This design comes from an exercise in tuning for small area, a short achievable clock period and few clock cycles on the open sky130 flow, not from production work. The RTL was checked by simulation tests, not by an equivalence proof against the original design. Power is estimated from default activity; no workload was simulated.

===== flow/constraint.sdc =====
create_clock -name core_clock -period 9.0 [get_ports {clock}]
set_input_delay 1.8000 -clock core_clock [delete_from_list [all_inputs] [get_ports {clock}]]
set_output_delay 1.8000 -clock core_clock [all_outputs]
set_load 0.01 [all_outputs]

===== flow/design.v =====
`timescale 1ns/100ps
package cpu_pkg;
    typedef logic [32-1:0]  word_t;
    typedef logic [5-1:0] reg_idx_t;
    typedef enum logic [4:0] {
        ALU_OP_ADD = 5'b00000,
        ALU_OP_SUB = 5'b00001,
        ALU_OP_AND = 5'b00010,
        ALU_OP_OR  = 5'b00011,
        ALU_OP_SLL = 5'b00100,
        ALU_OP_SRA = 5'b00101
    } alu_op_e;
    typedef enum logic [2:0] {
        BR_NONE,
        BR_J,
        BR_JAL,
        BR_JR,
        BR_BNE,
        BR_BLT
    } branch_e;
    typedef struct packed {
        logic [4:0] alu_op;   
        logic     use_imm;    
        logic     is_load;
        logic     is_store;
        branch_e  branch;
        logic     reg_wr;
        reg_idx_t rd;         
    } ctrl_t;
    typedef struct packed {
        word_t pc;
        word_t instr;
    } fd_t;
    typedef struct packed {
        word_t    pc;
        ctrl_t    ctrl;
        reg_idx_t rs;
        reg_idx_t rt;         
        word_t    a;
        word_t    b;
        word_t    imm;
        logic [4:0] shamt;
        word_t    target;
    } dx_t;
    typedef struct packed {
        word_t pc;
        ctrl_t ctrl;
        word_t o;
        word_t b;
    } xm_t;
    typedef struct packed {
        ctrl_t ctrl;
        word_t o;
        word_t d;
    } mw_t;
    typedef struct packed {
        word_t addr;
        word_t wdata;
        logic  wren;
    } dmem_req_t;
    typedef struct packed {
        logic     we;
        reg_idx_t rd;
        word_t    data;
    } wb_t;
endpackage
`timescale 1ns/100ps
module fetch_stage(
    input  logic           clock,
    input  logic           reset_i,
    input  logic           stall_i,
    input  logic           jump_en_i,
    input  cpu_pkg::word_t jump_pc_i,
    input  cpu_pkg::word_t instr_i,
    output cpu_pkg::word_t imem_addr_o,
    output cpu_pkg::fd_t   fd_o
);
    cpu_pkg::word_t pc_q;
    cpu_pkg::word_t pc_next;
    cpu_pkg::fd_t   fd_q;
    always_comb begin
        if (jump_en_i) begin
            pc_next = jump_pc_i;
        end else if (stall_i) begin
            pc_next = pc_q;
        end else begin
            pc_next = pc_q + 32'd1;
        end
    end
    always_ff @(posedge clock) begin
        if (reset_i) begin
            pc_q <= '0;
            fd_q <= '0;
        end else begin
            pc_q <= pc_next;
            if (jump_en_i) begin
                fd_q <= '0;                                    
            end else if (!stall_i) begin
                fd_q <= {pc_q, instr_i};
            end
        end
    end
    assign imem_addr_o = pc_q;
    assign fd_o        = fd_q;
endmodule
`timescale 1ns/100ps
module decode_stage(
    input  logic              clock,
    input  logic              reset_i,
    input  cpu_pkg::fd_t      fd_i,
    input  logic              flush_i,
    input  cpu_pkg::ctrl_t    dx_ctrl_i,
    input  cpu_pkg::word_t    rdata_a_i,
    input  cpu_pkg::word_t    rdata_b_i,
    output cpu_pkg::reg_idx_t raddr_a_o,
    output cpu_pkg::reg_idx_t raddr_b_o,
    output logic              stall_o,
    output cpu_pkg::dx_t      dx_o
);
    logic [4:0] opcode;
    cpu_pkg::reg_idx_t   rd;
    cpu_pkg::reg_idx_t   rs;
    cpu_pkg::reg_idx_t   src2;
    cpu_pkg::ctrl_t      ctrl;
    cpu_pkg::dx_t        dx_q;
    assign opcode = fd_i.instr[31:27];
    assign rd     = fd_i.instr[26:22];
    assign rs     = fd_i.instr[21:17];
    assign src2   = (opcode == 5'b00000) ? fd_i.instr[16:12] : rd;    
    always_comb begin
        ctrl    = '0;
        ctrl.rd = rd;
        case (opcode)
            5'b00000: begin
                ctrl.alu_op = fd_i.instr[6:2];
                ctrl.reg_wr = 1'b1;
            end
            5'b00101: begin
                ctrl.use_imm = 1'b1;
                ctrl.reg_wr  = 1'b1;
            end
            5'b01000: begin
                ctrl.use_imm = 1'b1;
                ctrl.is_load = 1'b1;
                ctrl.reg_wr  = 1'b1;
            end
            5'b00111: begin
                ctrl.use_imm  = 1'b1;
                ctrl.is_store = 1'b1;
            end
            5'b00001:   ctrl.branch = cpu_pkg::BR_J;
            5'b00100:  ctrl.branch = cpu_pkg::BR_JR;
            5'b00011: begin
                ctrl.branch = cpu_pkg::BR_JAL;
                ctrl.reg_wr = 1'b1;
                ctrl.rd     = 5'd31;
            end
            5'b00010: begin
                ctrl.alu_op = cpu_pkg::ALU_OP_SUB;     
                ctrl.branch = cpu_pkg::BR_BNE;
            end
            5'b00110: begin
                ctrl.alu_op = cpu_pkg::ALU_OP_SUB;
                ctrl.branch = cpu_pkg::BR_BLT;
            end
            default: ctrl = '0;               
        endcase
    end
    assign stall_o = dx_ctrl_i.is_load && (dx_ctrl_i.rd != '0) &&
                     ((dx_ctrl_i.rd == rs) || ((dx_ctrl_i.rd == src2) && !ctrl.is_store));
    assign raddr_a_o = rs;
    assign raddr_b_o = src2;
    always_ff @(posedge clock) begin
        if (reset_i || flush_i || stall_o) begin
            dx_q <= '0;                       
        end else begin
            dx_q.pc     <= fd_i.pc;
            dx_q.ctrl   <= ctrl;
            dx_q.rs     <= rs;
            dx_q.rt     <= src2;
            dx_q.a      <= rdata_a_i;
            dx_q.b      <= rdata_b_i;
            dx_q.imm    <= {{15{fd_i.instr[16]}}, fd_i.instr[16:0]};
            dx_q.shamt  <= fd_i.instr[11:7];
            dx_q.target <= {{5{fd_i.instr[26]}}, fd_i.instr[26:0]};
        end
    end
    assign dx_o = dx_q;
endmodule
`timescale 1ns/100ps
module execute_stage(
    input  logic           clock,
    input  logic           reset_i,
    input  cpu_pkg::dx_t   dx_i,
    input  cpu_pkg::xm_t   xm_fwd_i,
    input  cpu_pkg::wb_t   wb_i,
    output logic           jump_en_o,
    output cpu_pkg::word_t jump_pc_o,
    output cpu_pkg::xm_t   xm_o
);
    cpu_pkg::word_t a_fwd;
    cpu_pkg::word_t b_fwd;
    cpu_pkg::word_t alu_x;
    cpu_pkg::word_t alu_y;
    cpu_pkg::word_t alu_res;
    cpu_pkg::word_t result;
    logic  is_cmp;
    logic  ne;
    logic  lt;
    cpu_pkg::xm_t   xm_q;
    always_comb begin
        a_fwd = dx_i.a;
        if (dx_i.rs != '0) begin
            if (xm_fwd_i.ctrl.reg_wr && !xm_fwd_i.ctrl.is_load && xm_fwd_i.ctrl.rd == dx_i.rs) begin
                a_fwd = xm_fwd_i.o;
            end else if (wb_i.we && wb_i.rd == dx_i.rs) begin
                a_fwd = wb_i.data;
            end
        end
    end
    always_comb begin
        b_fwd = dx_i.b;
        if (dx_i.rt != '0) begin
            if (xm_fwd_i.ctrl.reg_wr && !xm_fwd_i.ctrl.is_load && xm_fwd_i.ctrl.rd == dx_i.rt) begin
                b_fwd = xm_fwd_i.o;
            end else if (wb_i.we && wb_i.rd == dx_i.rt) begin
                b_fwd = wb_i.data;
            end
        end
    end
    assign is_cmp = (dx_i.ctrl.branch == cpu_pkg::BR_BNE) || (dx_i.ctrl.branch == cpu_pkg::BR_BLT);
    assign alu_x  = is_cmp ? b_fwd : a_fwd;
    assign alu_y  = is_cmp ? a_fwd : (dx_i.ctrl.use_imm ? dx_i.imm : b_fwd);
    always_comb begin
        case (dx_i.ctrl.alu_op)
            cpu_pkg::ALU_OP_ADD: alu_res = alu_x + alu_y;
            cpu_pkg::ALU_OP_SUB: alu_res = alu_x - alu_y;
            cpu_pkg::ALU_OP_AND: alu_res = alu_x & alu_y;
            cpu_pkg::ALU_OP_OR:  alu_res = alu_x | alu_y;
            cpu_pkg::ALU_OP_SLL: alu_res = alu_x << dx_i.shamt;
            cpu_pkg::ALU_OP_SRA: alu_res = $signed(alu_x) >>> dx_i.shamt;
            default:    alu_res = '0;
        endcase
    end
    assign ne = (alu_res != '0);
    assign lt = (alu_x[31] ^ alu_y[31]) ? alu_x[31] : alu_res[31];
    always_comb begin
        jump_en_o = 1'b0;
        jump_pc_o = dx_i.target;
        case (dx_i.ctrl.branch)
            cpu_pkg::BR_J, cpu_pkg::BR_JAL: jump_en_o = 1'b1;
            cpu_pkg::BR_JR: begin
                jump_en_o = 1'b1;
                jump_pc_o = b_fwd;            
            end
            cpu_pkg::BR_BNE: begin
                jump_en_o = ne;
                jump_pc_o = dx_i.pc + 32'd1 + dx_i.imm;
            end
            cpu_pkg::BR_BLT: begin
                jump_en_o = lt;
                jump_pc_o = dx_i.pc + 32'd1 + dx_i.imm;
            end
            default: jump_en_o = 1'b0;
        endcase
    end
    assign result = (dx_i.ctrl.branch == cpu_pkg::BR_JAL) ? dx_i.pc + 32'd1 : alu_res;   
    always_ff @(posedge clock) begin
        if (reset_i) begin
            xm_q <= '0;
        end else begin
            xm_q.pc   <= dx_i.pc;
            xm_q.ctrl <= dx_i.ctrl;
            xm_q.o    <= result;
            xm_q.b    <= b_fwd;
        end
    end
    assign xm_o = xm_q;
endmodule
`timescale 1ns/100ps
module memory_stage(
    input  logic                clock,
    input  logic                reset_i,
    input  cpu_pkg::xm_t        xm_i,
    input  cpu_pkg::wb_t        wb_i,
    input  cpu_pkg::word_t      dmem_rdata_i,
    output cpu_pkg::dmem_req_t  dmem_req_o,
    output cpu_pkg::mw_t        mw_o
);
    cpu_pkg::word_t store_data;
    cpu_pkg::mw_t   mw_q;
    assign store_data = (wb_i.we && wb_i.rd == xm_i.ctrl.rd) ? wb_i.data : xm_i.b;
    assign dmem_req_o.addr  = xm_i.o;
    assign dmem_req_o.wdata = store_data;
    assign dmem_req_o.wren  = xm_i.ctrl.is_store;
    always_ff @(posedge clock) begin
        if (reset_i) begin
            mw_q <= '0;
        end else begin
            mw_q.ctrl <= xm_i.ctrl;
            mw_q.o    <= xm_i.o;
            mw_q.d    <= dmem_rdata_i;
        end
    end
    assign mw_o = mw_q;
endmodule
`timescale 1ns/100ps
module writeback_regfile(
    input  logic              clock,
    input  logic              reset_i,
    input  cpu_pkg::mw_t      mw_i,
    input  cpu_pkg::reg_idx_t raddr_a_i,
    input  cpu_pkg::reg_idx_t raddr_b_i,
    output cpu_pkg::word_t    rdata_a_o,
    output cpu_pkg::word_t    rdata_b_o,
    output cpu_pkg::wb_t      wb_o
);
    cpu_pkg::word_t regs [32];
    cpu_pkg::wb_t   wb;
    assign wb.we   = mw_i.ctrl.reg_wr && (mw_i.ctrl.rd != '0);
    assign wb.rd   = mw_i.ctrl.rd;
    assign wb.data = mw_i.ctrl.is_load ? mw_i.d : mw_i.o;
    always_ff @(posedge clock) begin
        if (reset_i) begin
            for (int i = 0; i < 32; i++) begin
                regs[i] <= '0;
            end
        end else if (wb.we) begin
            regs[wb.rd] <= wb.data;
        end
    end
    assign rdata_a_o = (wb.we && wb.rd == raddr_a_i) ? wb.data : regs[raddr_a_i];
    assign rdata_b_o = (wb.we && wb.rd == raddr_b_i) ? wb.data : regs[raddr_b_i];
    assign wb_o = wb;
endmodule
`timescale 1ns/100ps
module cpu_core(
    input  logic                clock,
    input  logic                reset_i,
    input  logic [31:0]         instr_i,
    input  logic [31:0]         dmem_rdata_i,
    output logic [31:0]         imem_addr_o,
    output logic [31:0]         dmem_addr_o,
    output logic [31:0]         dmem_wdata_o,
    output logic                dmem_wren_o
);
    cpu_pkg::dmem_req_t dmem_req;
    assign dmem_addr_o  = dmem_req.addr;
    assign dmem_wdata_o = dmem_req.wdata;
    assign dmem_wren_o  = dmem_req.wren;
    cpu_pkg::fd_t      fd;
    cpu_pkg::dx_t      dx;
    cpu_pkg::xm_t      xm;
    cpu_pkg::mw_t      mw;
    cpu_pkg::wb_t      wb;
    logic     stall;
    logic     jump_en;
    cpu_pkg::word_t    jump_pc;
    cpu_pkg::reg_idx_t raddr_a;
    cpu_pkg::reg_idx_t raddr_b;
    cpu_pkg::word_t    rdata_a;
    cpu_pkg::word_t    rdata_b;
    fetch_stage i_fetch (
        .clock       (clock),
        .reset_i     (reset_i),
        .stall_i     (stall),
        .jump_en_i   (jump_en),
        .jump_pc_i   (jump_pc),
        .instr_i     (instr_i),
        .imem_addr_o (imem_addr_o),
        .fd_o        (fd)
    );
    decode_stage i_decode (
        .clock     (clock),
        .reset_i   (reset_i),
        .fd_i      (fd),
        .flush_i   (jump_en),
        .dx_ctrl_i (dx.ctrl),
        .rdata_a_i (rdata_a),
        .rdata_b_i (rdata_b),
        .raddr_a_o (raddr_a),
        .raddr_b_o (raddr_b),
        .stall_o   (stall),
        .dx_o      (dx)
    );
    execute_stage i_execute (
        .clock     (clock),
        .reset_i   (reset_i),
        .dx_i      (dx),
        .xm_fwd_i  (xm),
        .wb_i      (wb),
        .jump_en_o (jump_en),
        .jump_pc_o (jump_pc),
        .xm_o      (xm)
    );
    memory_stage i_memory (
        .clock        (clock),
        .reset_i      (reset_i),
        .xm_i         (xm),
        .wb_i         (wb),
        .dmem_rdata_i (dmem_rdata_i),
        .dmem_req_o   (dmem_req),
        .mw_o         (mw)
    );
    writeback_regfile i_regfile (
        .clock     (clock),
        .reset_i   (reset_i),
        .mw_i      (mw),
        .raddr_a_i (raddr_a),
        .raddr_b_i (raddr_b),
        .rdata_a_o (rdata_a),
        .rdata_b_o (rdata_b),
        .wb_o      (wb)
    );
endmodule

===== flow/config.mk =====
export PLATFORM = sky130hd
export DESIGN_NAME = cpu_core
export DESIGN_NICKNAME = cpu_core
export VERILOG_FILES = /design/flow/design.v
export SDC_FILE = /design/flow/constraint.sdc
export NUM_CORES = 4
export LEC_CHECK = 0
export CAP_MARGIN = 20
export CORE_MARGIN = 2
export CORE_UTILIZATION = 40
export SLEW_MARGIN = 20

===== flow/run.sh =====
#!/bin/bash
# synth_recipe.tcl (not shown) runs the flow's synth.tcl, then flattens the netlist and writes it again
# the make line also repeats each setting of config.mk as NAME=value (left out here)
make -C /OpenROAD-flow-scripts/flow DESIGN_CONFIG=/design/flow/config.mk WORK_HOME=/design/flow/orfs CLKGATE_MAP_FILE= SYNTH_SCRIPT=/design/flow/synth_recipe.tcl finish

==> summary.txt <==
-- area by class of cell --
type	count	share of cell area (%)
Sequential cell	1408	41.15
Multi-Input combinational cell	5082	43.28
Tap cell	2672	3.577
Inverter	71	0.2851
Clock buffer	210	4.646
Timing Repair Buffer	664	6.203
Clock inverter	81	0.8179
Antenna cell	15	0.04016
-- stage by stage --
stage,total power [mW],TNS [ns]
floorplan,11.32,0
global placement,15.34,-184.27
detailed placement,15.32,-164.81
CTS,21.79,0
global route,22.50,0
finish,22.10,0
-- logic make-up (layout without fill, tap and decap cells) --
group,after synthesis,after routing
buffers and inverters,784,1026
other,1,47
AO/OA/AOI/OAI,1028,1028
AND/OR/NAND/NOR,2958,2958
flip-flops,1408,1408
multiplexers,789,789
adder cells (fa/ha/maj),92,92
XOR/XNOR,183,183
-- worst paths after layout --
check,from,endpoint,slack [ns],depth (start not counted)
setup / recovery,i_decode.dx_q[154],i_decode.dx_q[111],0.23,28
setup reg to reg,i_decode.dx_q[154],i_decode.dx_q[111],0.23,28
hold / removal,i_decode.dx_q[152],i_execute.xm_q[73],0.46,1
hold reg to reg,i_decode.dx_q[152],i_execute.xm_q[73],0.46,1
-- registers in the layout (all words and copies together), names as in the netlist --
signal and count:
i_decode.dx_q 145, i_execute.xm_q 72, i_fetch.fd_q 64, i_fetch.pc_q 32, i_memory.mw_q 71, i_regfile.regs 1024
-- Yosys cell counts (16+ instances only) --
library cell | n | area share [%]
a21o_1 | 35 | 0.32
nand2_1 | 635 | 2.9
or3_1 | 24 | 0.18
o2111ai_1 | 20 | 0.22
buf_2 | 50 | 0.31
a32oi_1 | 20 | 0.22
a21oi_1 | 220 | 1.4
buf_1 | 95 | 0.44
a211oi_1 | 86 | 0.80
and2_1 | 23 | 0.18
ha_1 | 75 | 1.2
mux4_2 | 608 | 17
or4_1 | 17 | 0.16
mux2_2 | 41 | 0.57
nor3_1 | 172 | 1.1
nor4_1 | 41 | 0.32
xor2_1 | 81 | 0.87
o21a_1 | 16 | 0.15
edfxtp_1 | 1024 | 38
o221ai_1 | 43 | 0.46
o21ai_0 | 191 | 1.2
buf_4 | 34 | 0.31
a221oi_1 | 26 | 0.28
mux2i_1 | 138 | 1.7
o32ai_1 | 24 | 0.26
a31oi_1 | 58 | 0.45
nand3_1 | 271 | 1.7
clkbuf_1 | 518 | 2.4
and3_1 | 41 | 0.32
o211a_1 | 22 | 0.27
nand4_1 | 56 | 0.43
dfxtp_1 | 384 | 9.5
xnor2_1 | 101 | 1.1
nand2b_1 | 27 | 0.21
inv_1 | 58 | 0.27
o22ai_1 | 34 | 0.26
nor4b_2 | 60 | 1.1
nor4_2 | 80 | 1.2
a22oi_1 | 19 | 0.18
o211ai_1 | 42 | 0.39
nor2_1 | 1350 | 6.2
buf_6 | 16 | 0.22
o31ai_1 | 19 | 0.18
nor2b_1 | 88 | 0.68
-- cell usage in the layout, fill, tap and decap left out, types with 26 or more instances in the layout --
| cell type | count |
|---|---|
| a211oi_1 | 82 |
| a21o_1 | 35 |
| a21oi_1 | 217 |
| a221oi_1 | 26 |
| a31oi_1 | 54 |
| and3_1 | 41 |
| buf_12 | 29 |
| buf_4 | 471 |
| clkbuf_1 | 34 |
| clkbuf_16 | 160 |
| clkdlybuf4s50_1 | 161 |
| clkinv_1 | 29 |
| conb_1 | 32 |
| dfxtp_1 | 374 |
| edfxtp_1 | 1024 |
| ha_1 | 75 |
| inv_1 | 57 |
| mux2_2 | 41 |
| mux2i_1 | 101 |
| mux2i_4 | 37 |
| mux4_2 | 608 |
| nand2_1 | 584 |
| nand2_2 | 50 |
| nand2b_1 | 26 |
| nand3_1 | 268 |
| nand4_1 | 56 |
| nor2_1 | 1342 |
| nor2b_1 | 87 |
| nor3_1 | 168 |
| nor4_1 | 37 |
| nor4_2 | 83 |
| nor4b_2 | 61 |
| o211ai_1 | 42 |
| o21ai_0 | 188 |
| o221ai_1 | 43 |
| o22ai_1 | 33 |
| xnor2_1 | 100 |
| xor2_1 | 81 |
-- critical path: cells and delay by family, from the launching register on --
family          cells  cell delay, ns
xor+xnor            2            0.47
simple gates       14            3.95
flops               1            0.56
compound gates      7            2.24
fa+ha+maj           1            0.30
buf+inv             4            0.99
-- report_power, final --
group          internal (mW)  switching [mW]
clock network           3.62            2.87
registers               7.33           0.652
logic                   2.67            4.95
-- timing repair --
action	4_1_cts	5_1_grt
endpoints found under the setup margin	241	240
pin swaps	0	0
hold buffers	0	0
buffers inserted	4	8
gates resized for setup	8	14
-- layer usage --
metal  track usage [%]  up-vias  part of all wire [%]
met2             58.56     5204                    45
met4             29.18       16                   9.5
li1                  -    27560                     -
met5                 0        -                 0.062
met1             45.98    34500                    34
met3             9.413     1245                    11
==> flow_metrics.env <==
export IMPL_outcome="no timing/DRC/antenna violations"
export IMPL_synth_edf_count=1024
export IMPL_dpl_cell_area_um2=88100
export IMPL_antenna_found_initial=34
export IMPL_yosysSeqAreaShare_pct=47.34
export IMPL_period_needed_ns=8.767
export IMPL_register_area_um2=38460
export IMPL_stdcell_area_um2=93470
export IMPL_slew_violations=0
export IMPL_fp_dieW_um=454.5
export IMPL_finalCritPeriodShare_pct=97.42
export IMPL_async_flop_share_pct=0
export IMPL_ir_drop_uv=177.2
export IMPL_die_area_um2=206600
export IMPL_fin_skew_ns=0.04298
export IMPL_netlist_area_um2=81190
export IMPL_start_util_pct=40.21
export IMPL_synth_top_family_by_area="multiplexers"
export IMPL_crit_type="reg -> reg"
export IMPL_dp_cells=9885
export IMPL_cpMaxStageDelayCell="dfxtp_1"
export IMPL_yosysWarnings=5
export IMPL_worstPathMaxFanout=64
export IMPL_synth_seq_cells=1408
export IMPL_rows=165
export IMPL_drc_errors=0
export IMPL_numCtsBuffers=159
export IMPL_yosys_area_share_simple_pct=17.43
export IMPL_syn2layout_area_growth_pct=15.13
export IMPL_slowest_delay_ns=0.56
export IMPL_required_ns=9.71
export IMPL_via_per_inst=6.716
export IMPL_preCtsSetupSlack_ns=-0.8129
export IMPL_cts_tree="built"
export IMPL_maxCapViolations=0
export IMPL_grt_pass1_wl_mm=544.1
export IMPL_cts_sinks=1408
export IMPL_path_clk_slew_ns=0.06
export IMPL_ios=163
export IMPL_hpwl_mm=269.6
export IMPL_holdWs_ns=0.4634
export IMPL_port_buffers=162
export IMPL_synthMuxAreaShare_pct=19.16
export IMPL_synth_area_per_cell_um2=11.21
export IMPL_syn_instance_count=7243
export IMPL_nets=7529
export IMPL_drtIter0Drc=10180
export IMPL_clock_fmax_mhz=114.1
export IMPL_gr_total_overflow=0
export IMPL_p_per_area_nw_per_um2=236.4
export IMPL_place_congestion=1.082
export IMPL_finalHoldViolCount=0
export IMPL_rsz0062_at_grt="no"
export IMPL_cts_root_buffer="clkbuf_16"
export IMPL_synth_compound_area_share_pct=8.678
export IMPL_setup_ws_ns=0.2326
export IMPL_start_kind="flip-flop"
export IMPL_wl_mm=398.7
export IMPL_grt_pass1_vias=65390
export IMPL_worst_pin_slew_ns=1.203
export IMPL_ys_types=98
export IMPL_clockBufferDepth=3
export IMPL_synthFlopType="edfxtp_1"
export IMPL_final_cells=10200
export IMPL_grt_max_degree=126
export IMPL_layout_drive_gt1_share_pct=22.90
export IMPL_via_count=68530
export IMPL_finalSetupViolCount=0
export IMPL_synthAdderAreaFrac_pct=1.390
export IMPL_relSlewSlack_pct=19.83
export IMPL_track_usage_pct=38.05
export IMPL_insertion_delay_ns=0.84
export IMPL_holdCritPathClass="reg -> reg"
export IMPL_fp_coreArea_um2=201900
export IMPL_ant_nets=0
export IMPL_final_core_util_pct=46.30
export IMPL_firstDrtPassIters=9
export IMPL_n_fill_cell=18490
export IMPL_multi_input_area_um2=40460
export IMPL_cp_end_kind="flip-flop"
export IMPL_cp_arrival_ns=9.48
export IMPL_ctsHtreeMaxLevel=4
export IMPL_yosys_area_share_xor_xnor_pct=1.983
export IMPL_leakage_nw=32.08
export IMPL_route_detailed_wl_per_inst_um=39.08
export IMPL_die_y_um=454.5
Testbench counts, summed over its fixed seeds: cycles 59,275.

afterwards: timing with drivers on the ports:
How much do the figures lean on ideal ports? The routed layout below was timed once more, with nothing changed but the port constraints. Step 1, drivers: a clkbuf_16 drives clock and a buf_2 each remaining input, both assumed. Step 2 also shifts input and output timing later by t, the mid clock arrival at the registers, as if the neighbouring blocks saw the same clock. Three values: ideal ports, drivers, drivers and shift; two values: the first two.
shift t [ns]: 0.910
slack for setup (ns): 0.233 / 0.233 / 0.233
worst register clock-pin slew, ns: 0.09 / 0.09
After both steps setup and hold are still met in this run. For this run, drivers alone change the setup slack by 0.000 ns; drivers and shift together by 0.000 ns.
